Context: an optimization exercise on an open-source flow, tuned for small area. The choices shown serve that exercise and are no tape-out recipe. At most, simulation tests tie the RTL to the original design; equivalence was not proved. Function not checked in runs 3 to 7: the RTL went through the layout flow alone. No activity file was given, so power comes from the tool's default toggle rates.

[config.mk]
export PLATFORM = sky130hd
export DESIGN_NAME = rvfiToRvvi
export DESIGN_NICKNAME = rvfiToRvvi
export VERILOG_FILES = /design/flow/design.v
export SDC_FILE = /design/flow/constraint.sdc
export NUM_CORES = 4
export LEC_CHECK = 0
export CAP_MARGIN = 20
export CORE_AREA = 10 10 410 410
export DIE_AREA = 0 0 420 420
export SLEW_MARGIN = 20
export SYNTH_HIERARCHICAL = 1
[constraint.sdc]
create_clock -name core_clock -period 10.0 [get_ports {rvvi}]
set_input_delay 2.0000 -clock core_clock [delete_from_list [all_inputs] [get_ports {rvvi}]]
set_output_delay 2.0000 -clock core_clock [all_outputs]
set_load 0.01 [all_outputs]
[design.v]
package rvviTracePkg;
  localparam int xlen = 32;
  localparam int insnWidth = 32;
  localparam int orderWidth = 64;
  localparam int numGprs = 32;
  localparam int regAddrWidth = 5;
  typedef enum logic [1:0] {
    userMode       = 2'd0,
    supervisorMode = 2'd1,
    machineMode    = 2'd3
  } privMode_t;
endpackage
package rvviCsrPkg;
  typedef enum logic [2:0] {
    slotMstatus  = 3'd0,
    slotMisa     = 3'd1,
    slotMie      = 3'd2,
    slotMtvec    = 3'd3,
    slotMscratch = 3'd4,
    slotMepc     = 3'd5,
    slotMcause   = 3'd6,
    slotMip      = 3'd7
  } csrSlot_t;
  localparam int numCsrs = 8;
  localparam logic [numCsrs*12-1:0] csrAddrTable = {
    12'h344,   
    12'h342,   
    12'h341,   
    12'h340,   
    12'h305,   
    12'h304,   
    12'h301,   
    12'h300    
  };
  localparam logic [numCsrs*32-1:0] csrResetTable = {
    32'h0000_0000,   
    32'h0000_0000,   
    32'h0000_0000,   
    32'h0000_0000,   
    32'h0000_0000,   
    32'h0000_0000,   
    32'h4000_1104,   
    32'h0000_0000    
  };
endpackage
`timescale 1ns/1ns
module retireStage (
  input  logic                                  rvvi,
  input  logic                                  rstN,
  input  logic                                  retireValid,
  input  logic [rvviTracePkg::orderWidth-1:0]   order,
  input  logic [rvviTracePkg::insnWidth-1:0]    insn,
  input  logic                                  trap,
  input  logic                                  intr,
  input  rvviTracePkg::privMode_t               mode,
  input  logic [rvviTracePkg::xlen-1:0]         pcRdata,
  output logic                                  rvviValid,
  output logic [rvviTracePkg::orderWidth-1:0]   rvviOrder,
  output logic [rvviTracePkg::insnWidth-1:0]    rvviInsn,
  output logic                                  rvviTrap,
  output logic                                  rvviIntr,
  output rvviTracePkg::privMode_t               rvviMode,
  output logic [rvviTracePkg::xlen-1:0]         rvviPc
);
  always_ff @(posedge rvvi) begin
    rvviValid <= retireValid & rstN;
  end
  always_ff @(posedge rvvi) begin
    rvviOrder <= order;
    rvviInsn  <= insn;
    rvviTrap  <= trap;
    rvviIntr  <= intr;
    rvviMode  <= mode;
    rvviPc    <= pcRdata;
  end
endmodule
`timescale 1ns/1ns
module csrBitNext (
  input  logic rdata,
  input  logic wdata,
  input  logic wmask,
  input  logic value,
  input  logic loadSel,
  input  logic holdSel,
  output logic nextValue,
  output logic changed
);
  logic merged;
  assign merged    = wmask ? wdata : rdata;
  assign nextValue = (loadSel & merged) | (holdSel & value);
  assign changed   = merged ^ value;
endmodule
module csrMerge (
  input  logic                                                           rvvi,
  input  logic                                                           rstN,
  input  logic                                                           retireValid,
  input  logic [rvviCsrPkg::numCsrs-1:0][rvviTracePkg::xlen-1:0]          csrRdata,
  input  logic [rvviCsrPkg::numCsrs-1:0][rvviTracePkg::xlen-1:0]          csrRmask,
  input  logic [rvviCsrPkg::numCsrs-1:0][rvviTracePkg::xlen-1:0]          csrWdata,
  input  logic [rvviCsrPkg::numCsrs-1:0][rvviTracePkg::xlen-1:0]          csrWmask,
  output logic [rvviCsrPkg::numCsrs-1:0][rvviTracePkg::xlen-1:0]          csrValue,
  output logic [rvviCsrPkg::numCsrs-1:0]                                 csrWb
);
  logic [rvviCsrPkg::numCsrs-1:0][rvviTracePkg::xlen-1:0] nextValue;
  logic [rvviCsrPkg::numCsrs-1:0][rvviTracePkg::xlen-1:0] bitChanged;
  logic loadSel;
  logic holdSel;
  assign loadSel = retireValid & rstN;
  assign holdSel = ~retireValid & rstN;
  for (genvar slot = 0; slot < rvviCsrPkg::numCsrs; slot++) begin : gSlot
    for (genvar b = 0; b < rvviTracePkg::xlen; b++) begin : gBit
      csrBitNext i_bit (
        .rdata     (csrRdata[slot][b]),
        .wdata     (csrWdata[slot][b]),
        .wmask     (csrWmask[slot][b]),
        .value     (csrValue[slot][b]),
        .loadSel   (loadSel),
        .holdSel   (holdSel),
        .nextValue (nextValue[slot][b]),
        .changed   (bitChanged[slot][b])
      );
    end
  end
  always_ff @(posedge rvvi) begin
    csrValue <= nextValue | ({rvviCsrPkg::numCsrs*rvviTracePkg::xlen{~rstN}}
                             & rvviCsrPkg::csrResetTable);
  end
  always_ff @(posedge rvvi) begin
    for (int slot = 0; slot < rvviCsrPkg::numCsrs; slot++) begin
      csrWb[slot] <= loadSel & (|bitChanged[slot]);
    end
  end
endmodule
`timescale 1ns/1ns
module gprWriteback (
  input  logic                                  rvvi,
  input  logic                                  rstN,
  input  logic                                  retireValid,
  input  logic                                  trap,
  input  logic [rvviTracePkg::regAddrWidth-1:0] rdAddr,
  input  logic [rvviTracePkg::xlen-1:0]         rdWdata,
  output logic [rvviTracePkg::numGprs-1:0]      gprWb,
  output logic [rvviTracePkg::xlen-1:0]         gprWdata
);
  logic [rvviTracePkg::regAddrWidth-1:0] wbAddr;
  logic writeEnable;
  assign writeEnable = retireValid & ~trap & rstN;
  always_ff @(posedge rvvi) begin
    wbAddr <= writeEnable ? rdAddr : '0;
  end
  always_comb begin
    gprWb = '0;
    for (int reg_i = 1; reg_i < rvviTracePkg::numGprs; reg_i++) begin
      gprWb[reg_i] = (wbAddr == rvviTracePkg::regAddrWidth'(reg_i));
    end
  end
  always_ff @(posedge rvvi) begin
    gprWdata <= rdWdata;
  end
endmodule
`timescale 1ns/1ns
module rvfiToRvvi (
  input  logic                                                  rvvi,
  input  logic                                                  rstN,
  input  logic                                                  retireValid,
  input  logic [rvviTracePkg::orderWidth-1:0]                   order,
  input  logic [rvviTracePkg::insnWidth-1:0]                    insn,
  input  logic                                                  trap,
  input  logic                                                  intr,
  input  rvviTracePkg::privMode_t                               mode,
  input  logic [rvviTracePkg::xlen-1:0]                         pcRdata,
  input  logic [rvviTracePkg::regAddrWidth-1:0]                 rdAddr,
  input  logic [rvviTracePkg::xlen-1:0]                         rdWdata,
  input  logic [rvviCsrPkg::numCsrs-1:0][rvviTracePkg::xlen-1:0] csrRdata,
  input  logic [rvviCsrPkg::numCsrs-1:0][rvviTracePkg::xlen-1:0] csrRmask,
  input  logic [rvviCsrPkg::numCsrs-1:0][rvviTracePkg::xlen-1:0] csrWdata,
  input  logic [rvviCsrPkg::numCsrs-1:0][rvviTracePkg::xlen-1:0] csrWmask,
  output logic                                                  rvviValid,
  output logic [rvviTracePkg::orderWidth-1:0]                   rvviOrder,
  output logic [rvviTracePkg::insnWidth-1:0]                    rvviInsn,
  output logic                                                  rvviTrap,
  output logic                                                  rvviIntr,
  output rvviTracePkg::privMode_t                               rvviMode,
  output logic [rvviTracePkg::xlen-1:0]                         rvviPc,
  output logic [rvviCsrPkg::numCsrs-1:0][rvviTracePkg::xlen-1:0] csrValue,
  output logic [rvviCsrPkg::numCsrs-1:0]                        csrWb,
  output logic [rvviTracePkg::numGprs-1:0]                      gprWb,
  output logic [rvviTracePkg::xlen-1:0]                         gprWdata
);
  retireStage i_retireStage (
    .rvvi        (rvvi),
    .rstN        (rstN),
    .retireValid (retireValid),
    .order       (order),
    .insn        (insn),
    .trap        (trap),
    .intr        (intr),
    .mode        (mode),
    .pcRdata     (pcRdata),
    .rvviValid   (rvviValid),
    .rvviOrder   (rvviOrder),
    .rvviInsn    (rvviInsn),
    .rvviTrap    (rvviTrap),
    .rvviIntr    (rvviIntr),
    .rvviMode    (rvviMode),
    .rvviPc      (rvviPc)
  );
  csrMerge i_csrMerge (
    .rvvi        (rvvi),
    .rstN        (rstN),
    .retireValid (retireValid),
    .csrRdata    (csrRdata),
    .csrRmask    (csrRmask),
    .csrWdata    (csrWdata),
    .csrWmask    (csrWmask),
    .csrValue    (csrValue),
    .csrWb       (csrWb)
  );
  gprWriteback i_gprWriteback (
    .rvvi        (rvvi),
    .rstN        (rstN),
    .retireValid (retireValid),
    .trap        (trap),
    .rdAddr      (rdAddr),
    .rdWdata     (rdWdata),
    .gprWb       (gprWb),
    .gprWdata    (gprWdata)
  );
endmodule
[flow/run.sh]
#!/bin/bash
# Standard layout with: pins on met2, met3 and met4 so that a smaller die holds them, port buffers of the smallest buffer cell, synthesis
# cells downsized after floorplan, and a clock tree of small buffers without
# dummy loads.
set -euo pipefail
F=$PWD/flow
bash standard.sh "BUFFER_PORTS_ARGS=-buffer_cell sky130_fd_sc_hd__buf_1" \
  "IO_PLACER_H=met3" "IO_PLACER_V=met2 met4" \
  "CTS_ARGS=-sink_clustering_enable -repair_clock_nets -dont_use_dummy_load -buf_list sky130_fd_sc_hd__clkbuf_8 -sink_clustering_size 16 -sink_clustering_max_diameter 80" \
  "POST_FLOORPLAN_TCL=$F/downsize.tcl" \
  finish > standard.log 2>&1
[flow/downsize.tcl]
# Give every combinational cell that synthesis upsized its smallest size;
# repair_design fixes any slew or capacitance this leaves during placement.
set n 0
foreach inst [get_cells *] {
  set m [get_property $inst ref_name]
  if {[regexp {^(sky130_fd_sc_hd__[a-z0-9]+)_([0-9]+)$} $m -> base size] && $size > 1
      && ![string match "*df*" $base] && ![string match "*clk*" $base]} {
    set small [get_lib_cells -quiet ${base}_1]
    if {$small eq ""} { set small [get_lib_cells -quiet ${base}_0] }
    if {$small ne ""} {
      replace_cell $inst $small
      incr n
    }
  }
}
puts "downsize: replaced $n cells"
[standard.sh]
#!/bin/bash
# synth_recipe.tcl (not shown) runs the flow's synth.tcl, then flattens the netlist and writes it again
# the make line also repeats each setting of config.mk as NAME=value (left out here)
make -C /OpenROAD-flow-scripts/flow DESIGN_CONFIG=/design/flow/config.mk WORK_HOME=/design/flow/orfs CLKGATE_MAP_FILE= SYNTH_SCRIPT=/design/flow/synth_recipe.tcl "${@:-finish}"
==> summary.md, run 1 <==
| Metric | Value |
|---|---|
| Status | `complete, no violations` |
| EDFF count, synth | `0` |
| Fill cells | `18100` |
| Buffers plus inverters on the worst setup path | `1` |
| Top cell family by delay on the critical path | `simple AND/OR/NAND/NOR gates` |
| Global-route wire length before repair | `184000 µm` |
| Post-CTS Resized | `0` |
| Slack of the worst reg-to-reg path | `between 7 and 8 ns` |
| Unrepaired setup endpoints after global routing | `false` |
| Avg Synthesized Cell Area | `13.4 µm²` |
| Wire length per cell | `30.2 µm` |
| Setup TNS | `0 ns` |
| Grt ovf | `0` |
| P_leak | `slightly above 9 nW` |
| Die height | `420 µm` |
| Mapped Area | `between 15000 and 20000 µm²` |
| Crit path time final | `4.39 ns` |
| CTS tree | `yes` |
| DP HPWL | `134000 µm` |
| CTS H-tree depth | `2` |
| Mapped Nets | `2548` |
| Vias | `18400` |
| Net Sw Frac | `0.327` |
| Worst EP required | `8.00 ns` |
| Post-synthesis async set-or-reset flop share | `0` |
| Die area | `176000 µm²` |
| Finished Core Util | `0.161` |
| Yosys reg bits | `434` |
| Top FF cell, synth | `dfxtp_1` |
| Layout Skew | `0.0692 ns` |
| Initial Util | `0.114` |
| Crit path max-delay cell type | `nor2_1` |
| Core Rows | `146` |
| Largest fanout on the critical path | `9` |
| Worst-path cell chain | `nand2b_1 > nor2_1 > buf_1` |
| DRC Markers | `0` |
| Distinct cells, synth | `23` |
| Antenna violations before repair | `100` |
| IO Pins | `1657` |
| R2r startpoint | `i_csrMerge.csrValue[73]` |
| Skew-Pair Late Insertion Delay | `0.70 ns` |
| Cts bufs inserted | `42` |
| Critical path class | `reg2out` |
| Largest net degree at the start of global routing | `138` |
| CP Data Arrival Time | `2.39 ns` |
| Min-Delay Path Class | `reg2reg` |
| Number of vias per cell | `3.72` |
| Final hold violation count | `0` |
| VDD IR max | `0.132 mV` |
| Cell-internal power | `0.00250 W` |
| Register area share after synthesis | `0.480` |
| Proportion of layout cells with a drive suffix above 1 | `0.0182` |
| Clock-pin slew on the worst setup and hold paths | `0.10 ns` |
| Drt total wl | `149000 µm` |
| Slew at the pin with the worst max-slew slack | `between 1 and 1.5 ns` |
| Period utilisation layout | `0.439` |
| Worst setup path end | `gprWb[11]` |
| Gr usage total | `0.157` |
| Max-slew violations | `0` |
| Highest clock rate | `228 MHz` |
| Clk pwr share | `0.270` |
| Port Buffer Count | `1399` |
| Max transition margin | `0.225` |
| Setup crit start kind | `flip-flop` |
| Vias in the first global route | `19300` |
| Worst Setup End Kind | `output pin` |
| Mapped Cells | `1352` |
| Biggest cell delay along the critical path | `0.65 ns` |
| First-pass detailed-route iteration total | `5` |
| Maximum buffer depth of the clock tree | `3` |
| Maxcap violations | `0` |
| Synth-to-Final Area Change | `41.6%` |
| Gpl congestion | `1.04` |
| Logic pwr share | `0.213` |
| Levels on crit path | `3` |
| # setup viols final | `0` |
| Clk sink count | `434` |
| Remaining antenna violation count | `0` |
| Yosys warnings | `9` |
| Nets | `3993` |
| Clk root buf | `clkbuf_8` |
| Area of the core | `159000 µm²` |
| Path depth of the worst reg2reg path | `4` |
| Power density cells | `145 nW/µm²` |
| Total chip power | `0.00372 W` |
| Sequential share of power | `0.517` |
| Hold_buf cts | `0` |
| Critical R2R Capture | `i_csrMerge.csrWb[2]` |
| Crit path from | `i_gprWriteback.wbAddr[4]` |
| Post-CTS setup buffer count | `0` |
| Initial DRC count | `1239` |
| Die width | `420 µm` |
| Psw | `0.00122 W` |
==> Yosys stat by module, one instance, submodules excluded, a selection <==
module	area, µm²	cells	copies in the design
gprWriteback	1000	91	1
csrMerge	6080	359	1
retireStage	2670	134	1
csrBitNext	32.5	3	256
==> synth_stat cells, drive strengths merged (2+ instances only) <==
| library cell | count | area share |
|---|---|---|
| clkbuf | 3 | 0.00062 |
| nand3b | 3 | 0.0012 |
| dfxtp | 434 | 0.48 |
| nand4 | 16 | 0.0055 |
| o21a | 8 | 0.0033 |
| or3b | 3 | 0.0015 |
| nor2 | 31 | 0.0064 |
| a22o | 256 | 0.12 |
| nand2b | 6 | 0.0021 |
| mux2 | 256 | 0.21 |
| nand2 | 2 | 0.00042 |
| nor4 | 64 | 0.033 |
| xor2 | 256 | 0.12 |
| and2 | 6 | 0.0021 |
==> cell type report <==
class	instances	area [µm²]	area share
diodes	74	185	0.00723
clock buffers	42	578	0.0226
inverters	1	11.3	0.000440
multi-input cells	913	8230	0.321
flip-flops and latches	434	8690	0.339
well taps	2072	2590	0.101
repair buffers	1405	5330	0.208
==> power groups by stage <==
stage,Combinational [W],Clock [W],Sequential (W)
4_1_cts,0.000806,0.00108,0.00192
2_1_floorplan,0.000375,0,0.00199
5_1_grt,0.000849,0.00112,0.00193
3_5_place_dp,0.000801,0,0.00196
3_3_place_gp,0.000799,0,0.00195
6_report,0.000793,0.00100,0.00192
==> state kept, by name (all words and copies together) (netlist names) <==
| name | flops |
|---|---|
| i_csrMerge.csrWb | 8 |
| i_retireStage.rvviInsn | 32 |
| i_retireStage.rvviIntr | 1 |
| i_csrMerge.csrValue | 256 |
| i_retireStage.rvviOrder | 64 |
| i_gprWriteback.gprWdata | 32 |
| i_retireStage.rvviMode | 2 |
| i_gprWriteback.wbAddr | 5 |
| i_retireStage.rvviTrap | 1 |
| i_retireStage.rvviPc | 32 |
| i_retireStage.rvviValid | 1 |
==> kinds of logic (layout without fill, tap and decap cells) <==
group	after synthesis	in the layout	synth area share
and+or+nand+nor	136	136	0.0542
buffers and inverters	5	1448	0.00125
xor gates and xnor gates	256	256	0.124
muxes	256	256	0.213
AOI/OAI and AO/OA	264	264	0.127
other	1	75	0.000207
DFF	434	434	0.480
==> how the worst min path moves through the flow <==
stage | start | endpoint | slack (ns) | cells after the start
finish | i_csrMerge.csrValue[221] | i_csrMerge.csrValue[221] | 0.53 | 1
detailed placement | i_csrMerge.csrValue[170] | i_csrMerge.csrValue[170] | 0.51 | 1
CTS | i_csrMerge.csrValue[192] | i_csrMerge.csrValue[192] | 0.53 | 1
floorplan | i_csrMerge.csrValue[0] | i_csrMerge.csrValue[0] | 0.56 | 1
global route | i_csrMerge.csrValue[170] | i_csrMerge.csrValue[170] | 0.55 | 1
global placement | i_csrMerge.csrValue[25] | i_csrMerge.csrValue[25] | 0.50 | 1
==> metrics by stage <==
stage	instances	hold WS (ns)	worst slack, ns	area (µm²)
3_5_place_dp	4825	0.509	4.84	24900
3_3_place_gp	4825	0.505	4.87	24900
2_1_floorplan	1352	0.562	2.48	18100
4_1_cts	4867	0.530	5.56	25400
6_report	4941	0.528	5.61	25600
5_1_grt	4920	0.551	5.49	25600
==> worst register-to-register path: stages, from the launching register on <==
cell	delay (ns)
dfxtp_1	0.35
xor2_1	0.16
nor4_1	0.79
nand4_1	0.65
o21a_1	0.39
==> routing by layer <==
| metal | routed length (µm) | global-route usage | vias to the layer above |
|---|---|---|---|
| li1 | - | - | 7988 |
| met1 | 49300 | 0.155 | 8355 |
| met2 | 67900 | 0.251 | 1365 |
| met3 | 17500 | 0.0771 | 623 |
| met4 | 14400 | 0.122 | 26 |
| met5 | 177 | 0.00547 | - |
==> cell usage in the layout (no fill, tap or decap), types with 8 or more instances in the layout <==
cell and n:
buf_1 1399, dfxtp_1 434, mux2_1 256, a22o_1 256, xor2_1 256, diode_2 74, nor4_1 63, clkbuf_8 42
nor2_1 31, nand4_1 16, o21a_1 8
==> run 2: changes to the inputs <==
--- a/flow/run.sh
+++ b/flow/run.sh
@@ -6,6 +6,6 @@
 F=$PWD/flow
 bash standard.sh "BUFFER_PORTS_ARGS=-buffer_cell sky130_fd_sc_hd__buf_1" \
   "IO_PLACER_H=met3" "IO_PLACER_V=met2 met4" \
-  "CTS_ARGS=-sink_clustering_enable -repair_clock_nets -dont_use_dummy_load -buf_list sky130_fd_sc_hd__clkbuf_8 -sink_clustering_size 16 -sink_clustering_max_diameter 80" \
+  "CTS_ARGS=-sink_clustering_enable -repair_clock_nets -dont_use_dummy_load -buf_list sky130_fd_sc_hd__clkbuf_4 -sink_clustering_size 10 -sink_clustering_max_diameter 60" \
   "POST_FLOORPLAN_TCL=$F/downsize.tcl" \
   finish > standard.log 2>&1
==> run 2 against run 1 <==
Against the previous run: synthesized cell count unchanged; critical path type unchanged; clock skew grew 0.071 ns; highest routed layer unchanged; sequential cell count is the same; total power fell by 1.6%; non-clock buffer count stayed put.
==> summary.md, run 2 <==
| Metric | Value |
|---|---|
| Status | `complete, no violations (unchanged)` |
| Area of the core | `159000 µm² (unchanged)` |
| CTS tree | `yes (unchanged)` |
| Nets | `4017 (was 3993)` |
| Avg Synthesized Cell Area | `13.4 µm² (unchanged)` |
| Number of vias per cell | `3.73 (was 3.72)` |
| Gpl congestion | `1.04 (unchanged)` |
| Mapped Nets | `2548 (unchanged)` |
| Drt total wl | `149000 µm (about the same)` |
| VDD IR max | `0.108 mV (was 0.132 mV)` |
| CP Data Arrival Time | `2.64 ns (was 2.39 ns)` |
| Power density cells | `143 nW/µm² (was 145 nW/µm²)` |
| Maximum buffer depth of the clock tree | `3 (unchanged)` |
| Unrepaired setup endpoints after global routing | `false (unchanged)` |
| Highest clock rate | `215 MHz (was 228 MHz)` |
| Core Rows | `146 (unchanged)` |
| Max transition margin | `0.199 (was 0.225)` |
| Skew-Pair Late Insertion Delay | `0.98 ns (was 0.70 ns)` |
| Die width | `420 µm (unchanged)` |
| Post-CTS Resized | `0 (unchanged)` |
| Buffers plus inverters on the worst setup path | `1 (unchanged)` |
| Wire length per cell | `30.1 µm (was 30.2 µm)` |
| Mapped Area | `18100 µm² (unchanged)` |
| Top cells by area, synth | `dfxtp_1 (48%), mux2_4 (21%), a22o_1 (12%), xor2_1 (12%), nor4_2 (2.2%) (unchanged)` |
| Yosys warnings | `9 (unchanged)` |
| Most common cell after layout, fill and taps aside | `buf_1 (unchanged)` |
| Largest fanout on the critical path | `9 (unchanged)` |
| Global-route wire length before repair | `184000 µm (about the same)` |
| Setup crit start kind | `flip-flop (unchanged)` |
| Max reg flops | `256 (unchanged)` |
| # setup viols final | `0 (unchanged)` |
| DP HPWL | `134000 µm (unchanged)` |
| Worst Setup End Kind | `output pin (unchanged)` |
| Proportion of layout cells with a drive suffix above 1 | `0.0266 (was 0.0182)` |
| Biggest cell delay along the critical path | `0.59 ns (was 0.65 ns)` |
| Top-count cell post-synth | `dfxtp_1 (unchanged)` |
| Clock-pin slew on the worst setup and hold paths | `0.11 ns (was 0.10 ns)` |
| Period utilisation layout | `0.464 (was 0.439)` |
| Grt ovf | `0 (unchanged)` |
| Yosys reg bits | `434 (unchanged)` |
| Clk sink count | `434 (unchanged)` |
| Critical path class | `reg2out (unchanged)` |
| Post-CTS setup buffer count | `0 (unchanged)` |
| Vias in the first global route | `19500 (was 19300)` |
| DRC Markers | `0 (unchanged)` |
| Initial DRC count | `1186 (was 1239)` |
| Top FF cell, synth | `dfxtp_1 (unchanged)` |
| Leading area contributor after synthesis | `dfxtp_1 (unchanged)` |
| Remaining antenna violation count | `0 (unchanged)` |
| Total chip power | `0.00366 W (was 0.00372 W)` |
| Slew at the pin with the worst max-slew slack | `1.19 ns (was 1.15 ns)` |
| Maxcap violations | `0 (unchanged)` |
| Worst EP required | `8.00 ns (about the same)` |
| Most flops, register | `i_csrMerge.csrValue (unchanged)` |
| Distinct cells, synth | `23 (unchanged)` |
| P_leak | `9.25 nW (about the same)` |
| Die area | `176000 µm² (unchanged)` |
| Synth cell count leaders | `dfxtp_1 (434), a22o_1 (256), mux2_4 (256), xor2_1 (256) (unchanged)` |
| Clk root buf | `clkbuf_4 (was clkbuf_8)` |
| Non-Filler Instances | `4962 (was 4941)` |
| Cts bufs inserted | `66 (was 42)` |
| Antenna violations before repair | `105 (was 100)` |
| Min-Delay Path Class | `reg2reg (unchanged)` |
| Worst-path cell chain | `nand2b_1 > nor2_1 > buf_1 (unchanged)` |
| Placed Instances | `4825 (unchanged)` |
| CTS H-tree depth | `3 (was 2)` |
| Max-slew violations | `0 (unchanged)` |
| Crit path max-delay cell type | `nor2_1 (unchanged)` |
| Top Registers | `i_csrMerge.csrValue: 256 flops, i_retireStage.rvviOrder: 64 flops (unchanged)` |
| Share of the synthesized area in the top cell type | `0.480 (unchanged)` |
| First-pass detailed-route iteration total | `5 (unchanged)` |
| Crit path time final | `4.64 ns (was 4.39 ns)` |
| EDFF count, synth | `0 (unchanged)` |
| Most frequent cells in the layout | `buf_1 (1399), dfxtp_1 (434), mux2_1 (256), a22o_1 (256), xor2_1 (256) (unchanged)` |
| Largest net degree at the start of global routing | `138 (unchanged)` |
| Register area share after synthesis | `0.480 (unchanged)` |
| Post-synthesis async set-or-reset flop share | `0 (unchanged)` |
| Layout Skew | `0.140 ns (was 0.0692 ns)` |
| Initial Util | `0.114 (unchanged)` |
| Vias | `18500 (was 18400)` |
| Top cell family by delay on the critical path | `simple AND/OR/NAND/NOR gates (unchanged)` |
| Gr usage total | `0.158 (was 0.157)` |
| IO Pins | `1657 (unchanged)` |
| Final hold violation count | `0 (unchanged)` |
| Synth-to-Final Area Change | `41.1% (was 41.6%)` |
| Port Buffer Count | `1399 (unchanged)` |
| Mapped Cells | `1352 (unchanged)` |
| Hold_buf cts | `0 (unchanged)` |
| Setup TNS | `0 ns (unchanged)` |
| Die height | `420 µm (unchanged)` |
run 2: cell type report:
class	instances	area [µm²]
repair buffers	1405	5330
flip-flops and latches	434	8690
multi-input cells	913	8230
fillers	18100	133000
well taps	2072	2590
clock buffers	66	495
inverters	1	11.3
diodes	71	178
run 2: worst paths after layout:
| path | depth (start not counted) | start | to | slack [ns] |
|---|---|---|---|---|
| worst min register to register | 1 | i_csrMerge.csrValue[194] | i_csrMerge.csrValue[194] | 0.52 |
| worst max register to register | 4 | i_csrMerge.csrValue[73] | i_csrMerge.csrWb[2] | 7.38 |
| worst min-delay path | 1 | i_csrMerge.csrValue[194] | i_csrMerge.csrValue[194] | 0.52 |
| worst max-delay path | 3 | i_gprWriteback.wbAddr[4] | gprWb[11] | 5.36 |
run 2: cells by family after synthesis:
kind of cell / Yosys count / synth area share
AOI/OAI and AO/OA: 264 / 0.127
xor gates and xnor gates: 256 / 0.124
buffers and inverters: 5 / 0.00125
DFF: 434 / 0.480
muxes: 256 / 0.213
other: 1 / 0.000207
and+or+nand+nor: 136 / 0.0542
run 2: metal layers:
metal  part of all wire  vias to the layer above  wire (µm)  global-route usage
met1               0.33                     8376      49100               0.154
li1                   -                     8057          -                   -
met3               0.12                      655      17800              0.0829
met4              0.091                       42      13600               0.115
met5             0.0018                        -        274             0.00547
met2               0.46                     1371      68600               0.254
run 2: per-module statistics from Yosys (local to each module, per instance), a selection:
module,cells,flip-flops and latches
retireStage,134,133
csrMerge,359,264
csrBitNext,3,0
gprWriteback,91,37
run 2: power breakdown:
group,leakage (nW),total (W),internal (W),switching [W]
Clock,0.304,0.000947,0.000302,0.000646
Combinational,5.34,0.000791,0.000293,0.000499
Sequential,3.61,0.00192,0.00184,0.0000835
Total,9.25,0.00366,0.00243,0.00123
run 2: stage by stage:
stage	util	worst slack (ns)	area, µm²	hold WS [ns]
2_1_floorplan	-	2.48	18100	0.562
3_3_place_gp	0.157	4.87	24900	0.505
3_5_place_dp	0.157	4.84	24900	0.509
4_1_cts	0.160	5.15	25300	0.531
5_1_grt	0.160	5.09	25500	0.548
6_report	0.161	5.36	25500	0.523
==> run 3: changes to the inputs <==
--- a/design.v
+++ b/design.v
@@ -75,21 +75,6 @@
   end
 endmodule
 `timescale 1ns/1ns
-module csrBitNext (
-  input  logic rdata,
-  input  logic wdata,
-  input  logic wmask,
-  input  logic value,
-  input  logic loadSel,
-  input  logic holdSel,
-  output logic nextValue,
-  output logic changed
-);
-  logic merged;
-  assign merged    = wmask ? wdata : rdata;
-  assign nextValue = (loadSel & merged) | (holdSel & value);
-  assign changed   = merged ^ value;
-endmodule
 module csrMerge (
   input  logic                                                           rvvi,
   input  logic                                                           rstN,
@@ -101,34 +86,29 @@
   output logic [rvviCsrPkg::numCsrs-1:0][rvviTracePkg::xlen-1:0]          csrValue,
   output logic [rvviCsrPkg::numCsrs-1:0]                                 csrWb
 );
+  logic [rvviCsrPkg::numCsrs-1:0][rvviTracePkg::xlen-1:0] mergedValue;
   logic [rvviCsrPkg::numCsrs-1:0][rvviTracePkg::xlen-1:0] nextValue;
-  logic [rvviCsrPkg::numCsrs-1:0][rvviTracePkg::xlen-1:0] bitChanged;
+  logic [rvviCsrPkg::numCsrs-1:0] valueChanged;
   logic loadSel;
   logic holdSel;
   assign loadSel = retireValid & rstN;
   assign holdSel = ~retireValid & rstN;
-  for (genvar slot = 0; slot < rvviCsrPkg::numCsrs; slot++) begin : gSlot
-    for (genvar b = 0; b < rvviTracePkg::xlen; b++) begin : gBit
-      csrBitNext i_bit (
-        .rdata     (csrRdata[slot][b]),
-        .wdata     (csrWdata[slot][b]),
-        .wmask     (csrWmask[slot][b]),
-        .value     (csrValue[slot][b]),
-        .loadSel   (loadSel),
-        .holdSel   (holdSel),
-        .nextValue (nextValue[slot][b]),
-        .changed   (bitChanged[slot][b])
-      );
+  always_comb begin
+    for (int slot = 0; slot < rvviCsrPkg::numCsrs; slot++) begin
+      mergedValue[slot] = (csrWdata[slot] & csrWmask[slot])
+                        | (csrRdata[slot] & ~csrWmask[slot]);
+      valueChanged[slot] = (mergedValue[slot] != csrValue[slot]);
+      nextValue[slot] = ({rvviTracePkg::xlen{loadSel}} & mergedValue[slot])
+                      | ({rvviTracePkg::xlen{holdSel}} & csrValue[slot])
+                      | ({rvviTracePkg::xlen{~rstN}}
+                         & rvviCsrPkg::csrResetTable[32*slot +: 32]);
     end
   end
   always_ff @(posedge rvvi) begin
-    csrValue <= nextValue | ({rvviCsrPkg::numCsrs*rvviTracePkg::xlen{~rstN}}
-                             & rvviCsrPkg::csrResetTable);
-  end
-  always_ff @(posedge rvvi) begin
-    for (int slot = 0; slot < rvviCsrPkg::numCsrs; slot++) begin
-      csrWb[slot] <= loadSel & (|bitChanged[slot]);
-    end
+    csrValue <= nextValue;
+  end
+  always_ff @(posedge rvvi) begin
+    csrWb <= {rvviCsrPkg::numCsrs{loadSel}} & valueChanged;
   end
 endmodule
 `timescale 1ns/1ns
==> run.sh (new file) <==
#!/bin/bash
# synth_recipe.tcl (not shown) runs the flow's synth.tcl, then flattens the netlist and writes it again
# the make line also repeats each setting of config.mk as NAME=value (left out here)
make -C /OpenROAD-flow-scripts/flow DESIGN_CONFIG=/design/flow/config.mk WORK_HOME=/design/flow/orfs CLKGATE_MAP_FILE= SYNTH_SCRIPT=/design/flow/synth_recipe.tcl finish
--- a/config.mk
+++ b/config.mk
@@ -6,7 +6,6 @@
 export NUM_CORES = 4
 export LEC_CHECK = 0
 export CAP_MARGIN = 20
-export CORE_AREA = 10 10 410 410
-export DIE_AREA = 0 0 420 420
+export CORE_AREA = 10 10 640 640
+export DIE_AREA = 0 0 650 650
 export SLEW_MARGIN = 20
-export SYNTH_HIERARCHICAL = 1
removed: flow/run.sh
removed: flow/downsize.tcl
removed: standard.sh
==> run 3 against run 2 <==
Against the previous run: sequential share of layout area down 13 points; first-iteration DRC count is 12% higher; count of clock-buffer cells in the layout grew 22; global-route usage fell by 1.4 points; fmax rose by 4.1%; register-to-register slack improved by 0.41 ns; critical path depth is the same; sequential power about the same; largest cell class is now buffers.
==> summary.md, run 3 <==
| Metric | Value |
|---|---|
| Die width | `650 µm (was 420 µm)` |
| Post-CTS setup buffer count | `0 (unchanged)` |
| Layout Skew | `0.0654 ns (was 0.140 ns)` |
| Distinct cells, synth | `22 (was 23)` |
| Die height | `650 µm (was 420 µm)` |
| Total chip power | `0.00601 W (was 0.00366 W)` |
| Most flops, register | `i_csrMerge.csrValue (unchanged)` |
| Highest clock rate | `224 MHz (was 215 MHz)` |
| Share of the synthesized area in the top cell type | `0.477 (was 0.480)` |
| Avg Synthesized Cell Area | `10.7 µm² (was 13.4 µm²)` |
| Metal-1 WL | `91800 µm (was 49100 µm)` |
| Post-synthesis async set-or-reset flop share | `0 (unchanged)` |
| Post-CTS Resized | `0 (unchanged)` |
| Clk root buf | `clkbuf_16 (was clkbuf_4)` |
| Number of vias per cell | `2.55 (was 3.73)` |
| DP HPWL | `294000 µm (was 134000 µm)` |
| Period utilisation layout | `0.446 (was 0.464)` |
| Global-route wire length before repair | `361000 µm (was 184000 µm)` |
| Core Rows | `231 (was 146)` |
| Initial DRC count | `1328 (was 1186)` |
| CP Data Arrival Time | `2.46 ns (was 2.64 ns)` |
| Max-slew violations | `0 (unchanged)` |
| Synth-to-Final Area Change | `126% (was 41.1%)` |
| Largest fanout on the critical path | `16 (was 9)` |
| Wire length per cell | `37.6 µm (was 30.1 µm)` |
| Setup TNS | `0 ns (unchanged)` |
| P_leak | `16.7 nW (was 9.25 nW)` |
| Max transition margin | `0.305 (was 0.199)` |
| First-pass detailed-route iteration total | `5 (unchanged)` |
| Setup crit start kind | `flip-flop (unchanged)` |
| Largest net degree at the start of global routing | `183 (was 138)` |
| Gpl congestion | `0.799 (was 1.04)` |
| Die area | `423000 µm² (was 176000 µm²)` |
| Skew-Pair Late Insertion Delay | `0.83 ns (was 0.98 ns)` |
| Status | `complete, no violations (unchanged)` |
| Register area share after synthesis | `0.477 (was 0.480)` |
| Port Buffer Count | `1399 (unchanged)` |
| # setup viols final | `0 (unchanged)` |
| Mapped Nets | `2893 (was 2548)` |
| Antenna violations before repair | `515 (was 105)` |
| EDFF count, synth | `0 (unchanged)` |
| Min-Delay Path Class | `reg2reg (unchanged)` |
| Most frequent cells in the layout | `clkdlybuf4s50_1 (1397), dfxtp_1 (434), nand2_1 (264) (was buf_1 (1399), dfxtp_1 (434), mux2_1 (256), a22o_1 (256), xor2_1 (256))` |
| Cts bufs inserted | `74 (was 66)` |
| Initial Util | `0.0460 (was 0.114)` |
| Area of the core | `396000 µm² (was 159000 µm²)` |
| Max reg flops | `256 (unchanged)` |
| VDD IR max | `0.213 mV (was 0.108 mV)` |
| Remaining antenna violation count | `0 (unchanged)` |
| Vias in the first global route | `20100 (was 19500)` |
| Yosys warnings | `3 (was 9)` |
| CTS tree | `yes (unchanged)` |
| Finished Core Util | `0.104 (was 0.161)` |
| Unrepaired setup endpoints after global routing | `false (unchanged)` |
| Most common cell after layout, fill and taps aside | `clkdlybuf4s50_1 (was buf_1)` |
| Power density cells | `146 nW/µm² (was 143 nW/µm²)` |
| Met3 WL | `50900 µm (was 17800 µm)` |
| Gr usage total | `0.144 (was 0.158)` |
| Proportion of layout cells with a drive suffix above 1 | `0.0461 (was 0.0266)` |
| Mapped Area | `18200 µm² (was 18100 µm²)` |
| Drt total wl | `318000 µm (was 149000 µm)` |
| Clk sink count | `434 (unchanged)` |
| Maximum buffer depth of the clock tree | `4 (was 3)` |
| Slew at the pin with the worst max-slew slack | `1.04 ns (was 1.19 ns)` |
| Leading area contributor after synthesis | `dfxtp_1 (unchanged)` |
| Crit path time final | `4.46 ns (was 4.64 ns)` |
| Hold_buf cts | `0 (unchanged)` |
| Worst EP required | `8.00 ns (about the same)` |
| Worst Setup End Kind | `output pin (unchanged)` |
| Top FF cell, synth | `dfxtp_1 (unchanged)` |
| Critical path class | `reg2out (unchanged)` |
| Grt ovf | `0 (unchanged)` |
| IO Pins | `1657 (unchanged)` |
| Met2 WL post-DR | `160000 µm (was 68600 µm)` |
| Yosys reg bits | `434 (unchanged)` |
| Final hold violation count | `0 (unchanged)` |
| Top Registers | `i_csrMerge.csrValue: 256 flops, i_retireStage.rvviOrder: 64 flops (unchanged)` |
| Clock-pin slew on the worst setup and hold paths | `0.06 ns (was 0.11 ns)` |
| Maxcap violations | `0 (unchanged)` |
| Mapped Cells | `1697 (was 1352)` |
| DR top layer | `met5 (unchanged)` |
| Top-count cell post-synth | `dfxtp_1 (unchanged)` |
| Nets | `4290 (was 4017)` |
| DRC Markers | `0 (unchanged)` |
| CTS H-tree depth | `3 (unchanged)` |
| Synth cell count leaders | `dfxtp_1 (434), nand2_1 (265), mux2i_1 (256), xor2_1 (256), o211a_1 (252) (was dfxtp_1 (434), a22o_1 (256), mux2_4 (256), xor2_1 (256))` |
| Vias | `21600 (was 18500)` |
| Top cells by area, synth | `dfxtp_1 (48%), mux2i_1 (14%), o211a_1 (14%), xor2_1 (12%), nand2_1 (5.5%) (was dfxtp_1 (48%), mux2_4 (21%), a22o_1 (12%), xor2_1 (12%), nor4_2 (2.2%))` |
run 3: power by group:
| group | total [W] | switching, W | internal [W] |
|---|---|---|---|
| sequential | 0.00193 | 0.0000849 | 0.00185 |
| clock | 0.00276 | 0.00114 | 0.00162 |
| combinational | 0.00132 | 0.000634 | 0.000683 |
run 3: cell families after synthesis:
| group | synth area share |
|---|---|
| flip-flops | 0.477 |
| AND/OR/NAND/NOR | 0.0947 |
| AO/OA/AOI/OAI | 0.142 |
| XOR/XNOR | 0.123 |
| multiplexers | 0.141 |
| buffers and inverters | 0.0219 |
| other | 0.000206 |
run 3: final cells by class:
cell class,instances,area [µm²]
multi-input cells,1170,9150
fillers,45500,354000
clock buffers,88,2000
diodes,67,168
inverters,1,3.75
clock inverters,40,464
repair buffers,1413,14200
flip-flops and latches,434,8690
well taps,5242,6560
run 3: through the flow:
step                      hold slack [ns]  setup slack (ns)  std cells  instance area [µm²]
after CTS                           0.542              5.40       8388                41000
final                               0.538              5.54       8455                41200
after floorplan                     0.566              6.97       1697                18200
after detailed placement            0.528              4.81       8260                38600
after global routing                0.559              5.39       8415                41100
after global placement              0.521              4.80       8260                38500
run 3: path summary, 6_finish.rpt:
kind	from	endpoint	slack (ns)	cells past startpoint
min	i_csrMerge.csrValue[218]	i_csrMerge.csrValue[218]	0.54	1
max	i_gprWriteback.wbAddr[0]	gprWb[16]	5.54	3
max reg2reg	i_csrMerge.csrValue[42]	i_csrMerge.csrWb[1]	7.79	4
min reg2reg	i_csrMerge.csrValue[218]	i_csrMerge.csrValue[218]	0.54	1
run 3: critical path: stages, from the launching register on:
cell and delay (ns):
dfxtp_1 0.46, or3_1 0.49, nor2_1 0.14, clkdlybuf4s50_1 0.57
run 3: layer usage:
layer,GRT usage,vias to the layer above
met3,0.106,950
met1,0.119,9586
met4,0.0499,178
li1,-,8930
met5,0,-
met2,0.263,1910
==> run 4: changes to the inputs <==
==> flow/run.sh (new file) <==
#!/bin/bash
# Standard layout, with the port buffers made from the smallest buffer cell.
set -euo pipefail
bash standard.sh "BUFFER_PORTS_ARGS=-buffer_cell sky130_fd_sc_hd__buf_1" finish > standard.log 2>&1
==> standard.sh (new file) <==
#!/bin/bash
# synth_recipe.tcl (not shown) runs the flow's synth.tcl, then flattens the netlist and writes it again
# the make line also repeats each setting of config.mk as NAME=value (left out here)
make -C /OpenROAD-flow-scripts/flow DESIGN_CONFIG=/design/flow/config.mk WORK_HOME=/design/flow/orfs CLKGATE_MAP_FILE= SYNTH_SCRIPT=/design/flow/synth_recipe.tcl "${@:-finish}"
--- a/config.mk
+++ b/config.mk
@@ -6,6 +6,6 @@
 export NUM_CORES = 4
 export LEC_CHECK = 0
 export CAP_MARGIN = 20
-export CORE_AREA = 10 10 640 640
-export DIE_AREA = 0 0 650 650
+export CORE_AREA = 10 10 290 290
+export DIE_AREA = 0 0 300 300
 export SLEW_MARGIN = 20
removed: run.sh
==> run 4 against run 3 <==
Against the previous run: the flow now stops in 3_2_place_iop; synthesized cell count unchanged; synthesized area unchanged.
==> summary.md, run 4 <==
| Metric | Value |
|---|---|
| Status | `did not finish (was complete, no violations)` |
| Halt Stage | `3_2_place_iop` |
| First Err | `[ERROR PPL-0024] Number of IO pins (1657) exceeds maximum number of available positions (1082). Increase the die perimeter from 1200.00um to 2253.52um.` |
| Mapped Area | `18200 µm² (unchanged)` |
| Die height | `300 µm (was 650 µm)` |
| Yosys reg bits | `434 (unchanged)` |
| Mapped Nets | `2893 (unchanged)` |
| Synth cell count leaders | `dfxtp_1 (434), nand2_1 (265), mux2i_1 (256), xor2_1 (256), o211a_1 (252) (unchanged)` |
| Multiplexer share of the synthesized area | `0.141 (unchanged)` |
| Post-synthesis async set-or-reset flop share | `0 (unchanged)` |
| Mapped Cells | `1697 (unchanged)` |
| Core Rows | `102 (was 231)` |
| Adder-cell area share of the yosys netlist | `0 (unchanged)` |
| Top-count cell post-synth | `dfxtp_1 (unchanged)` |
| Distinct cells, synth | `22 (unchanged)` |
| Register area share after synthesis | `0.477 (unchanged)` |
| Largest family of logic cells by synthesized area | `compound AO/OA/AOI/OAI gates (unchanged)` |
| Synth Area in Simple Gates | `0.0947 (unchanged)` |
| EDFF count, synth | `0 (unchanged)` |
| Area share of xor/xnor cells in the synthesized design | `0.123 (unchanged)` |
| Share of the synthesized area in the top cell type | `0.477 (unchanged)` |
| Top FF cell, synth | `dfxtp_1 (unchanged)` |
| Top cells by area, synth | `dfxtp_1 (48%), mux2i_1 (14%), o211a_1 (14%), xor2_1 (12%), nand2_1 (5.5%) (unchanged)` |
| Fraction of the mapped netlist area in compound gates | `0.142 (unchanged)` |
| Die width | `300 µm (was 650 µm)` |
| Leading area contributor after synthesis | `dfxtp_1 (unchanged)` |
| Initial Util | `0.235 (was 0.0460)` |
| Avg Synthesized Cell Area | `10.7 µm² (unchanged)` |
| Yosys warnings | `3 (unchanged)` |
==> run 4: cell counts after synthesis <==
Identical to the previous run, type by type.
==> run 4: cell families after synthesis <==
| group | Yosys count |
|---|---|
| flip-flops | 434 |
| AND/OR/NAND/NOR | 393 |
| AO/OA/AOI/OAI | 264 |
| XOR/XNOR | 256 |
| multiplexers | 256 |
| buffers and inverters | 93 |
| other | 1 |
==> run 5: changes to the inputs <==
--- a/config.mk
+++ b/config.mk
@@ -6,6 +6,6 @@
 export NUM_CORES = 4
 export LEC_CHECK = 0
 export CAP_MARGIN = 20
-export CORE_AREA = 10 10 290 290
-export DIE_AREA = 0 0 300 300
+export CORE_AREA = 10 10 570 570
+export DIE_AREA = 0 0 580 580
 export SLEW_MARGIN = 20
==> run 5 against run 4 <==
Against the previous run: the run now finishes clean; synthesized area unchanged; synthesized cell count unchanged.
==> summary.md, run 5 <==
| Metric | Value |
|---|---|
| Largest net degree at the start of global routing | `~170` |
| Proportion of layout cells with a drive suffix above 1 | `0.0426` |
| Number of vias per cell | `around 2.9` |
| Gr usage total | `0.163` |
| Yosys warnings | `3 (unchanged)` |
| Die width | `580 µm (was 300 µm)` |
| Maximum buffer depth of the clock tree | `4` |
| Area share of xor/xnor cells in the synthesized design | `0.123 (unchanged)` |
| Hold_buf cts | `0` |
| Area of the core | `around 310000 µm²` |
| Initial Util | `0.0583 (was 0.235)` |
| Top cell family by delay on the critical path | `flip-flops` |
| Clk root buf | `clkbuf_16` |
| Maxcap violations | `0` |
| Adder-cell area share of the yosys netlist | `0 (unchanged)` |
| Unrepaired setup endpoints after global routing | `false` |
| Die area | `around 340000 µm²` |
| Critical path class | `reg2out` |
| Biggest cell delay along the critical path | `~0.64 ns` |
| Most flops, register | `i_csrMerge.csrValue` |
| Global-route wire length before repair | `331000 µm` |
| Placed Area | `28400 µm²` |
| Top-count cell post-synth | `dfxtp_1 (unchanged)` |
| Mapped Area | `18200 µm² (unchanged)` |
| Multiplexer share of the synthesized area | `0.141 (unchanged)` |
| Slew at the pin with the worst max-slew slack | `1.20 ns` |
| Top FF cell, synth | `dfxtp_1 (unchanged)` |
| Setup crit start kind | `flip-flop` |
| DP HPWL | `roughly 270000 µm` |
| Nets | `around 4300` |
| Synth cell count leaders | `dfxtp_1 (434), nand2_1 (265), mux2i_1 (256), xor2_1 (256), o211a_1 (252) (unchanged)` |
| CTS H-tree depth | `3` |
| Grt ovf | `0` |
| Synth-to-Final Area Change | `71.7%` |
| First-pass detailed-route iteration total | `6` |
| Post-synthesis async set-or-reset flop share | `0 (unchanged)` |
| Clock-pin slew on the worst setup and hold paths | `0.05 ns` |
| Period utilisation layout | `0.409` |
| R2r startpoint | `i_csrMerge.csrValue[22]` |
| Synth Area in Simple Gates | `0.0947 (unchanged)` |
| Top cells by area, synth | `dfxtp_1 (48%), mux2i_1 (14%), o211a_1 (14%), xor2_1 (12%), nand2_1 (5.5%) (unchanged)` |
| Max-slew violations | `0` |
| Layout Skew | `0.0677 ns` |
| Largest fanout on the critical path | `16` |
| Leading area contributor after synthesis | `dfxtp_1 (unchanged)` |
| IO Pins | `1657` |
| Vias | `21600` |
| DRC Markers | `0` |
| Mapped Cells | `1697 (unchanged)` |
| Post-CTS Resized | `0` |
| Core Rows | `205 (was 102)` |
| CTS tree | `yes` |
| Antenna violations before repair | `513` |
| Highest clock rate | `between 200 and 250 MHz` |
| Status | `complete, no violations (was did not finish)` |
| Largest family of logic cells by synthesized area | `compound AO/OA/AOI/OAI gates (unchanged)` |
| Remaining antenna violation count | `0` |
| Setup TNS | `0 ns` |
| Distinct cells, synth | `22 (unchanged)` |
| Most frequent cells in the layout | `buf_1 (1397), dfxtp_1 (434), nand2_1 (264)` |
| Worst-path cell chain | `nand3b_1 > nor2_1 > buf_1` |
| Clk sink count | `434` |
| Skew-Pair Late Insertion Delay | `0.80 ns` |
| CP Data Arrival Time | `2.09 ns` |
| P_leak | `13.0 nW` |
| Buffers plus inverters on the worst setup path | `1` |
| Initial DRC count | `1301` |
| Share of the synthesized area in the top cell type | `0.477 (unchanged)` |
| Die height | `580 µm (was 300 µm)` |
| Port Buffer Count | `1399` |
| Post-route cell area | `31300 µm²` |
| Fraction of the mapped netlist area in compound gates | `0.142 (unchanged)` |
| VDD IR max | `0.111 mV` |
| Worst Setup End Kind | `output pin` |
| Post-CTS setup buffer count | `0` |
| Cts bufs inserted | `74` |
| # setup viols final | `0` |
| Min-Delay Path Class | `reg2reg` |
| Hold Path Origin | `i_csrMerge.csrValue[211]` |
| Crit path from | `i_gprWriteback.wbAddr[0]` |
| Worst EP required | `around 8 ns` |
| Drt total wl | `approximately 290000 µm` |
| Finished Core Util | `0.100` |
| Crit path time final | `4.09 ns` |
| Power density cells | `180 nW/µm²` |
| Avg Synthesized Cell Area | `10.7 µm² (unchanged)` |
| Most common cell after layout, fill and taps aside | `buf_1` |
| Wire length per cell | `38.7 µm` |
| Max transition margin | `0.194` |
| Mapped Nets | `2893 (unchanged)` |
| Final hold violation count | `0` |
| Crit path max-delay cell type | `dfxtp_1` |
| Gpl congestion | `0.939` |
| Vias in the first global route | `20100` |
| Top Registers | `i_csrMerge.csrValue: 256 flops, i_retireStage.rvviOrder: 64 flops` |
| Yosys reg bits | `434 (unchanged)` |
| Register area share after synthesis | `0.477 (unchanged)` |
| Max reg flops | `256` |
| EDFF count, synth | `0 (unchanged)` |
[run 5: per-stage QoR]
step	instances	setup WS (ns)	hold WS [ns]	power [W]
floorplan	1697	6.97	0.566	0.00233
global placement	7160	5.62	0.520	0.00289
detailed placement	7160	5.63	0.526	0.00290
CTS	7286	5.80	0.540	0.00581
global route	7321	5.69	0.556	0.00590
finish	7425	5.91	0.537	0.00563
[run 5: power breakdown]
group | total, W | switching [W] | internal (W)
clock network | 0.00281 | 0.00108 | 0.00172
logic | 0.000897 | 0.000591 | 0.000306
registers | 0.00193 | 0.0000847 | 0.00185
[run 5: final cells by class]
type / count / area (µm²)
Fill cell: 36500 / 281000
Multi-Input combinational cell: 1170 / 9130
Sequential cell: 434 / 8690
Timing Repair Buffer: 1415 / 5390
Tap cell: 4140 / 5180
Clock buffer: 95 / 2040
Clock inverter: 31 / 472
Antenna cell: 139 / 348
Inverter: 1 / 3.75
[run 5: path summary, 6_finish.rpt]
check / end / slack [ns] / cells past startpoint
worst max register to register: i_csrMerge.csrWb[0] / 7.93 / 4
worst min register to register: i_csrMerge.csrValue[211] / 0.54 / 1
worst max-delay path: gprWb[29] / 5.91 / 3
worst min-delay path: i_csrMerge.csrValue[211] / 0.54 / 1
[run 5: metal layers]
metal	routed length, µm	vias up	track usage
li1	-	9046	-
met1	83300	9486	0.137
met2	130000	1850	0.269
met3	61500	887	0.162
met4	10700	322	0.0417
met5	2150	-	0
[run 5: kinds of logic after synthesis]
family | after synthesis
compound gates | 264
xor+xnor | 256
buf+inv | 93
flops | 434
mux | 256
other cells | 1
simple gates | 393
==> run 6: changes to the inputs <==
==> flow/run.sh (replaced) <==
#!/bin/bash
# Standard layout, with the port buffers made from the smallest buffer cell
# and a clock tree of smaller buffers without dummy loads.
set -euo pipefail
bash standard.sh "BUFFER_PORTS_ARGS=-buffer_cell sky130_fd_sc_hd__buf_1" \
  "CTS_ARGS=-sink_clustering_enable -repair_clock_nets -dont_use_dummy_load -buf_list sky130_fd_sc_hd__clkbuf_8" \
  finish > standard.log 2>&1
==> run 6 against run 5 <==
Against the previous run: still clean; setup slack got worse by 0.17 ns; non-clock buffer count unchanged; design area decreased by 3.7%; utilization decreased by 0.37 points; count of clock-buffer cells in the layout increased by 7; fmax decreased by 4.0%; global-route usage about the same; hold slack got worse by 0.00073 ns; sequential cell count unchanged; highest routed layer unchanged.
==> summary.md, run 6 <==
| Metric | Value |
|---|---|
| Net Sw Frac | `0.348 (was 0.312)` |
| Vias | `21400 (was 21600)` |
| Number of vias per cell | `2.89 (was 2.91)` |
| EDFF count, synth | `0 (unchanged)` |
| Synth cell count leaders | `dfxtp_1 (434), nand2_1 (265), mux2i_1 (256), xor2_1 (256), o211a_1 (252) (unchanged)` |
| Worst-path cell chain | `nand3b_1 > nor2_1 > buf_1 (unchanged)` |
| Post-synthesis async set-or-reset flop share | `0 (unchanged)` |
| Port Buffer Count | `1399 (unchanged)` |
| Top cells by area, synth | `dfxtp_1 (48%), mux2i_1 (14%), o211a_1 (14%), xor2_1 (12%), nand2_1 (5.5%) (unchanged)` |
| Die width | `580 µm (unchanged)` |
| Drt total wl | `287000 µm (about the same)` |
| Clk root buf | `clkbuf_8 (was clkbuf_16)` |
| Non-Filler Instances | `7389 (was 7425)` |
| Die area | `336000 µm² (unchanged)` |
| Max reg flops | `256 (unchanged)` |
| R2r startpoint | `i_csrMerge.csrValue[22] (unchanged)` |
| Distinct cells, synth | `22 (unchanged)` |
| Buffers plus inverters on the worst setup path | `1 (unchanged)` |
| P_leak | `12.5 nW (was 13.0 nW)` |
| Setup TNS | `0 ns (unchanged)` |
| Most flops, register | `i_csrMerge.csrValue (unchanged)` |
| Wire length per cell | `38.9 µm (was 38.7 µm)` |
| Mapped Cells | `1697 (unchanged)` |
| Cell-internal power | `0.00304 W (was 0.00388 W)` |
| CTS H-tree depth | `3 (unchanged)` |
| Top Registers | `i_csrMerge.csrValue: 256 flops, i_retireStage.rvviOrder: 64 flops (unchanged)` |
| CTS tree | `yes (unchanged)` |
| Max-slew violations | `0 (unchanged)` |
| Avg Synthesized Cell Area | `10.7 µm² (unchanged)` |
| Maxcap violations | `0 (unchanged)` |
| Most frequent cells in the layout | `buf_1 (1397), dfxtp_1 (434), nand2_1 (264) (unchanged)` |
| Unrepaired setup endpoints after global routing | `false (unchanged)` |
| Final hold violation count | `0 (unchanged)` |
| Area of the core | `312000 µm² (unchanged)` |
| Core Rows | `205 (unchanged)` |
| Worst Setup End Kind | `output pin (unchanged)` |
| Worst EP required | `8.00 ns (about the same)` |
| Period utilisation layout | `0.426 (was 0.409)` |
| Die height | `580 µm (unchanged)` |
| Status | `complete, no violations (unchanged)` |
| Top cell family by delay on the critical path | `flip-flops (unchanged)` |
| Largest net degree at the start of global routing | `165 (unchanged)` |
| Initial Util | `0.0583 (unchanged)` |
| Finished Core Util | `0.0965 (was 0.100)` |
| Most common cell after layout, fill and taps aside | `buf_1 (unchanged)` |
| Critical path class | `reg2out (unchanged)` |
| Crit path from | `i_gprWriteback.wbAddr[0] (unchanged)` |
| Fill cells | `36600 (was 36500)` |
| Cts bufs inserted | `102 (was 74)` |
| Highest clock rate | `235 MHz (was 245 MHz)` |
| Grt ovf | `0 (unchanged)` |
| Leading area contributor after synthesis | `dfxtp_1 (unchanged)` |
| Vias in the first global route | `20200 (was 20100)` |
| Crit path max-delay cell type | `dfxtp_1 (unchanged)` |
| Nets | `4320 (was 4292)` |
| Max transition margin | `0.277 (was 0.194)` |
| Psw | `0.00162 W (was 0.00176 W)` |
| Biggest cell delay along the critical path | `0.64 ns (about the same)` |
| Clk pwr share | `0.393 (was 0.498)` |
| Post-CTS setup buffer count | `0 (unchanged)` |
| Final worst slack | `5.74 ns (was 5.91 ns)` |
| Clk sink count | `434 (unchanged)` |
| Placed Instances | `7160 (unchanged)` |
| Clock-pin slew on the worst setup and hold paths | `0.06 ns (was 0.05 ns)` |
| Largest fanout on the critical path | `16 (unchanged)` |
| Share of the synthesized area in the top cell type | `0.477 (unchanged)` |
| Proportion of layout cells with a drive suffix above 1 | `0.0394 (was 0.0426)` |
| Min-Delay Path Class | `reg2reg (unchanged)` |
| Skew-Pair Late Insertion Delay | `0.97 ns (was 0.80 ns)` |
| Sequential share of power | `0.415 (was 0.343)` |
| Post-CTS Resized | `0 (unchanged)` |
| Crit path time final | `4.26 ns (was 4.09 ns)` |
| Global-route wire length before repair | `331000 µm (about the same)` |
| Hold_buf cts | `0 (unchanged)` |
| Gpl congestion | `0.939 (unchanged)` |
| Top-count cell post-synth | `dfxtp_1 (unchanged)` |
| Power density cells | `155 nW/µm² (was 180 nW/µm²)` |
| Mapped Nets | `2893 (unchanged)` |
| Hold Path Origin | `i_csrMerge.csrValue[211] (unchanged)` |
| Yosys reg bits | `434 (unchanged)` |
| DRC Markers | `0 (unchanged)` |
| Antenna violations before repair | `515 (was 513)` |
| Register area share after synthesis | `0.477 (unchanged)` |
| VDD IR max | `0.0954 mV (was 0.111 mV)` |
| Top FF cell, synth | `dfxtp_1 (unchanged)` |
| Gr usage total | `0.163 (about the same)` |
| Initial DRC count | `1354 (was 1301)` |
| Setup crit start kind | `flip-flop (unchanged)` |
| Synth-to-Final Area Change | `65.5% (was 71.7%)` |
| First-pass detailed-route iteration total | `5 (was 6)` |
| DP HPWL | `267000 µm (unchanged)` |
| Remaining antenna violation count | `0 (unchanged)` |
| Layout Skew | `0.0644 ns (was 0.0677 ns)` |
| IO Pins | `1657 (unchanged)` |
| Slew at the pin with the worst max-slew slack | `1.07 ns (was 1.20 ns)` |
| Mapped Area | `18200 µm² (unchanged)` |
| CP Data Arrival Time | `2.26 ns (was 2.09 ns)` |
| Place WS | `5.63 ns (unchanged)` |
| Maximum buffer depth of the clock tree | `4 (unchanged)` |
| Logic pwr share | `0.192 (was 0.159)` |
| Yosys warnings | `3 (unchanged)` |
| # setup viols final | `0 (unchanged)` |
[run 6: cell types whose count changed in the layout (fill, tap and decap cells not counted)]
cell	previous run	this run
clkbuf_8	5	102
clkinv_4	6	0
clkinv_2	8	0
clkbuf_16	77	0
inv_6	3	0
bufinv_16	11	0
clkinvlp_4	3	0
clkbuf_1	13	0
diode_2	139	127
[run 6: final timing paths]
| kind | end | slack, ns | cells past startpoint |
|---|---|---|---|
| setup / recovery | gprWb[29] | 5.74 | 3 |
| setup reg to reg | i_csrMerge.csrWb[0] | 7.96 | 4 |
| hold reg to reg | i_csrMerge.csrValue[211] | 0.54 | 1 |
| hold / removal | i_csrMerge.csrValue[211] | 0.54 | 1 |
[run 6: kinds of logic (layout without fill, tap and decap cells)]
family | Yosys count | in the layout | share of synthesized area
flops | 434 | 434 | 0.477
simple gates | 393 | 393 | 0.0947
compound gates | 264 | 264 | 0.142
xor+xnor | 256 | 256 | 0.123
mux | 256 | 256 | 0.141
buf+inv | 93 | 1518 | 0.0219
other cells | 1 | 128 | 0.000206
[run 6: layer usage]
layer	up-vias	GRT usage	wire length, µm	share of wire
met3	933	0.162	61900	0.22
met5	-	0	2130	0.0074
met4	332	0.0418	11000	0.038
met2	1799	0.269	129000	0.45
met1	9306	0.137	83300	0.29
li1	9005	-	-	-
[run 6: per-stage QoR]
step | total power, W | hold WS, ns | area (µm²)
floorplan | 0.00233 | 0.566 | 18200
global route | 0.00492 | 0.556 | 29900
global placement | 0.00289 | 0.520 | 28400
finish | 0.00466 | 0.536 | 30100
CTS | 0.00484 | 0.538 | 29800
detailed placement | 0.00290 | 0.526 | 28400
[run 6: layout make-up]
| class | instances | area, µm² | area share |
|---|---|---|---|
| Multi-Input combinational cell | 1170 | 9130 | 0.303 |
| Sequential cell | 434 | 8690 | 0.289 |
| Timing Repair Buffer | 1415 | 5390 | 0.179 |
| Tap cell | 4140 | 5180 | 0.172 |
| Clock buffer | 102 | 1400 | 0.0466 |
| Antenna cell | 127 | 318 | 0.0106 |
| Inverter | 1 | 3.75 | 0.000125 |
[run 6: power groups by stage]
stage	sequential, W	clock (W)	combinational, W
global placement	0.00196	0	0.000925
CTS	0.00193	0.00197	0.000934
detailed placement	0.00197	0	0.000929
global route	0.00195	0.00201	0.000969
finish	0.00193	0.00183	0.000896
floorplan	0.00201	0	0.000322
==> run 7: changes to the inputs <==
==> flow/run.sh (replaced) <==
#!/bin/bash
# Standard layout, with the port buffers made from the smallest buffer cell
# and a clock tree of smaller buffers without dummy loads.
set -euo pipefail
bash standard.sh "BUFFER_PORTS_ARGS=-buffer_cell sky130_fd_sc_hd__buf_1" \
  "CTS_ARGS=-sink_clustering_enable -repair_clock_nets -dont_use_dummy_load -buf_list sky130_fd_sc_hd__clkbuf_4 -sink_clustering_size 20" \
  finish > standard.log 2>&1
==> run 7 against run 6 <==
Against the previous run: still clean; clock power fell by 8%; total power fell by 3.1%; critical path depth did not move; routed wire length rose by 0.37%; clock skew rose by 0.10 ns; design area fell by 0.56%; die area did not move; via count rose by 3.0%; fmax fell by 4.5%; synthesized cell count did not move; sequential power barely moved; count of clock-buffer cells in the layout rose by 56.
==> summary.md, run 7 <==
| Metric | Value |
|---|---|
| Post-synthesis async set-or-reset flop share | `0 (unchanged)` |
| IO Pins | `1657 (unchanged)` |
| Yosys reg bits | `434 (unchanged)` |
| Drt total wl | `289000 µm (was 287000 µm)` |
| Top Registers | `i_csrMerge.csrValue: 256 flops, i_retireStage.rvviOrder: 64 flops (unchanged)` |
| Cts bufs inserted | `158 (was 102)` |
| Maximum buffer depth of the clock tree | `4 (unchanged)` |
| Global-route wire length before repair | `332000 µm (was 331000 µm)` |
| Top FF cell, synth | `dfxtp_1 (unchanged)` |
| Placed Area | `28400 µm² (unchanged)` |
| Worst Setup End Kind | `output pin (unchanged)` |
| Post-CTS setup buffer count | `0 (unchanged)` |
| Top cells by area, synth | `dfxtp_1 (48%), mux2i_1 (14%), o211a_1 (14%), xor2_1 (12%), nand2_1 (5.5%) (unchanged)` |
| Worst EP required | `8.00 ns (about the same)` |
| # setup viols final | `0 (unchanged)` |
| Clk sink count | `434 (unchanged)` |
| Min-Delay Endpoint | `i_csrMerge.csrValue[42] (was i_csrMerge.csrValue[211])` |
| Worst-path cell chain | `nand3b_1 > nor2_1 > buf_1 (unchanged)` |
| Gr usage total | `0.163 (about the same)` |
| Met3 GRT Util | `0.166 (was 0.162)` |
| CTS tree | `yes (unchanged)` |
| Wire length per cell | `38.7 µm (was 38.9 µm)` |
| Global-route met1 utilization | `0.135 (was 0.137)` |
| Die height | `580 µm (unchanged)` |
| Setup crit start kind | `flip-flop (unchanged)` |
| Largest net degree at the start of global routing | `165 (unchanged)` |
| Mapped Nets | `2893 (unchanged)` |
| Leading area contributor after synthesis | `dfxtp_1 (unchanged)` |
| First-pass detailed-route iteration total | `5 (unchanged)` |
| Share of the synthesized area in the top cell type | `0.477 (unchanged)` |
| Number of vias per cell | `2.95 (was 2.89)` |
| Unrepaired setup endpoints after global routing | `false (unchanged)` |
| Nets | `4376 (was 4320)` |
| Hold path depth | `1 (unchanged)` |
| Max reg flops | `256 (unchanged)` |
| Vias | `22000 (was 21400)` |
| Slack of the worst reg-to-reg path | `7.85 ns (was 7.96 ns)` |
| DRC Markers | `0 (unchanged)` |
| Highest clock rate | `224 MHz (was 235 MHz)` |
| Yosys warnings | `3 (unchanged)` |
| Max transition margin | `0.237 (was 0.277)` |
| DP HPWL | `267000 µm (unchanged)` |
| Crit path time final | `4.46 ns (was 4.26 ns)` |
| Path depth of the worst reg2reg path | `5 (was 4)` |
| Core Rows | `205 (unchanged)` |
| CTS H-tree depth | `4 (was 3)` |
| Post-route cell area | `29900 µm² (was 30100 µm²)` |
| Critical R2R Capture | `i_csrMerge.csrWb[4] (was i_csrMerge.csrWb[0])` |
| Layout Skew | `0.165 ns (was 0.0644 ns)` |
| Period utilisation layout | `0.446 (was 0.426)` |
| Proportion of layout cells with a drive suffix above 1 | `0.0563 (was 0.0394)` |
| Power density cells | `151 nW/µm² (was 155 nW/µm²)` |
| Antenna violations before repair | `521 (was 515)` |
| Worst hold slack | `0.539 ns (was 0.536 ns)` |
| Distinct cells, synth | `22 (unchanged)` |
| Top-count cell post-synth | `dfxtp_1 (unchanged)` |
| Avg Synthesized Cell Area | `10.7 µm² (unchanged)` |
| Post-CTS Resized | `0 (unchanged)` |
| EDFF count, synth | `0 (unchanged)` |
| Initial DRC count | `1297 (was 1354)` |
| Crit path max-delay cell type | `dfxtp_1 (unchanged)` |
| Hold_buf cts | `0 (unchanged)` |
| Grt ovf | `0 (unchanged)` |
| Clock-pin slew on the worst setup and hold paths | `0.05 ns (was 0.06 ns)` |
| Synth-to-Final Area Change | `64.5% (was 65.5%)` |
| Max-slew violations | `0 (unchanged)` |
| Setup TNS | `0 ns (unchanged)` |
| R2r startpoint | `i_csrMerge.csrValue[129] (was i_csrMerge.csrValue[22])` |
| Die area | `336000 µm² (unchanged)` |
| Register area share after synthesis | `0.477 (unchanged)` |
| Status | `complete, no violations (unchanged)` |
==> run 7: cell counts after synthesis <==
No cell type changed its count.
==> run 7: logic make-up (layout without fill, tap and decap cells) <==
| kind of cell | Yosys count | after routing | share of synthesized area |
|---|---|---|---|
| other | 1 | 147 | 0.000206 |
| buffers and inverters | 93 | 1574 | 0.0219 |
| AOI/OAI and AO/OA | 264 | 264 | 0.142 |
| and+or+nand+nor | 393 | 393 | 0.0947 |
| muxes | 256 | 256 | 0.141 |
| xor gates and xnor gates | 256 | 256 | 0.123 |
| DFF | 434 | 434 | 0.477 |
==> run 7: worst max-delay path: cells and delay by family, from the launching register on <==
kind	cells	cell delay, ns
buffers and inverters	1	0.28
and+or+nand+nor	2	0.46
DFF	1	0.64
==> run 7: where the power goes <==
| part | switching (W) | internal (W) | leakage, nW |
|---|---|---|---|
| Clock | 0.000980 | 0.000706 | 0.728 |
| Combinational | 0.000591 | 0.000306 | 8.12 |
| Sequential | 0.0000850 | 0.00185 | 3.63 |
| Total | 0.00166 | 0.00286 | 12.5 |
==> run 7: worst max path at each step <==
| stage | from | end | slack, ns | cells after the start |
|---|---|---|---|---|
| CTS | i_gprWriteback.wbAddr[3] | gprWb[22] | 5.25 | 3 |
| finish | i_gprWriteback.wbAddr[0] | gprWb[29] | 5.54 | 3 |
| global placement | retireValid | i_csrMerge.csrValue[60] | 5.62 | 5 |
| floorplan | i_gprWriteback.wbAddr[4] | gprWb[12] | 6.97 | 3 |
| global route | i_gprWriteback.wbAddr[0] | gprWb[23] | 5.22 | 3 |
| detailed placement | retireValid | i_csrMerge.csrValue[55] | 5.63 | 5 |
==> run 7: area by class of cell <==
cell class	instances	area (µm²)
inverter	1	3.75
multi-input combinational	1170	9130
sequential	434	8690
fill	36700	282000
tap	4140	5180
clock buffer	158	1190
antenna	146	365
timing repair buffer	1415	5390
==> run 7: metal layers <==
metal,vias to the layer above,wire [µm]
met2,1973,129000
li1,9185,-
met5,-,2310
met4,350,11300
met1,9544,84100
met3,969,61300
==> run 7: per-stage QoR <==
stage               std cells  total power [W]
finish                   7464          0.00451
global route             7361          0.00480
CTS                      7318          0.00471
detailed placement       7160          0.00290
global placement         7160          0.00289
floorplan                1697          0.00233

## port drivers added, routing unchanged
Ports are ideal in the flow. The routed layouts listed here were re-timed in OpenROAD. Step 1 assumes that a clkbuf_16 drives the clock port and a buf_2 every other input. Step 2 times the ports against the registers' clock, not the clock port: input delays grow and output delays shrink by t, the midpoint of the rising clock arrivals with the driver on. a / b / c = ideal / step 1 / step 2; a / b = the first two.
run | t (ns) | setup slack, ns | hold slack, ns
run 1 | 0.736 | 5.610 / 5.527 / 5.009 | 0.528 / 0.528 / 0.528
run 2 | 0.972 | 5.359 / 5.278 / 4.931 | 0.523 / 0.523 / 0.523
run 3 | 0.897 | 5.541 / 5.439 / 4.839 | 0.538 / 0.538 / 0.538
run 5 | 0.848 | 5.912 / 5.818 / 5.539 | 0.537 / 0.537 / 0.537
run 6 | 0.986 | 5.740 / 5.653 / 5.511 | 0.536 / 0.536 / 0.536
run 7 | 1.286 | 5.538 / 5.450 / 5.432 | 0.539 / 0.539 / 0.539
After both steps every run listed still meets setup and hold. For run 3, which loses most, drivers alone change the setup slack by -0.102 ns; drivers and shift together by -0.702 ns.
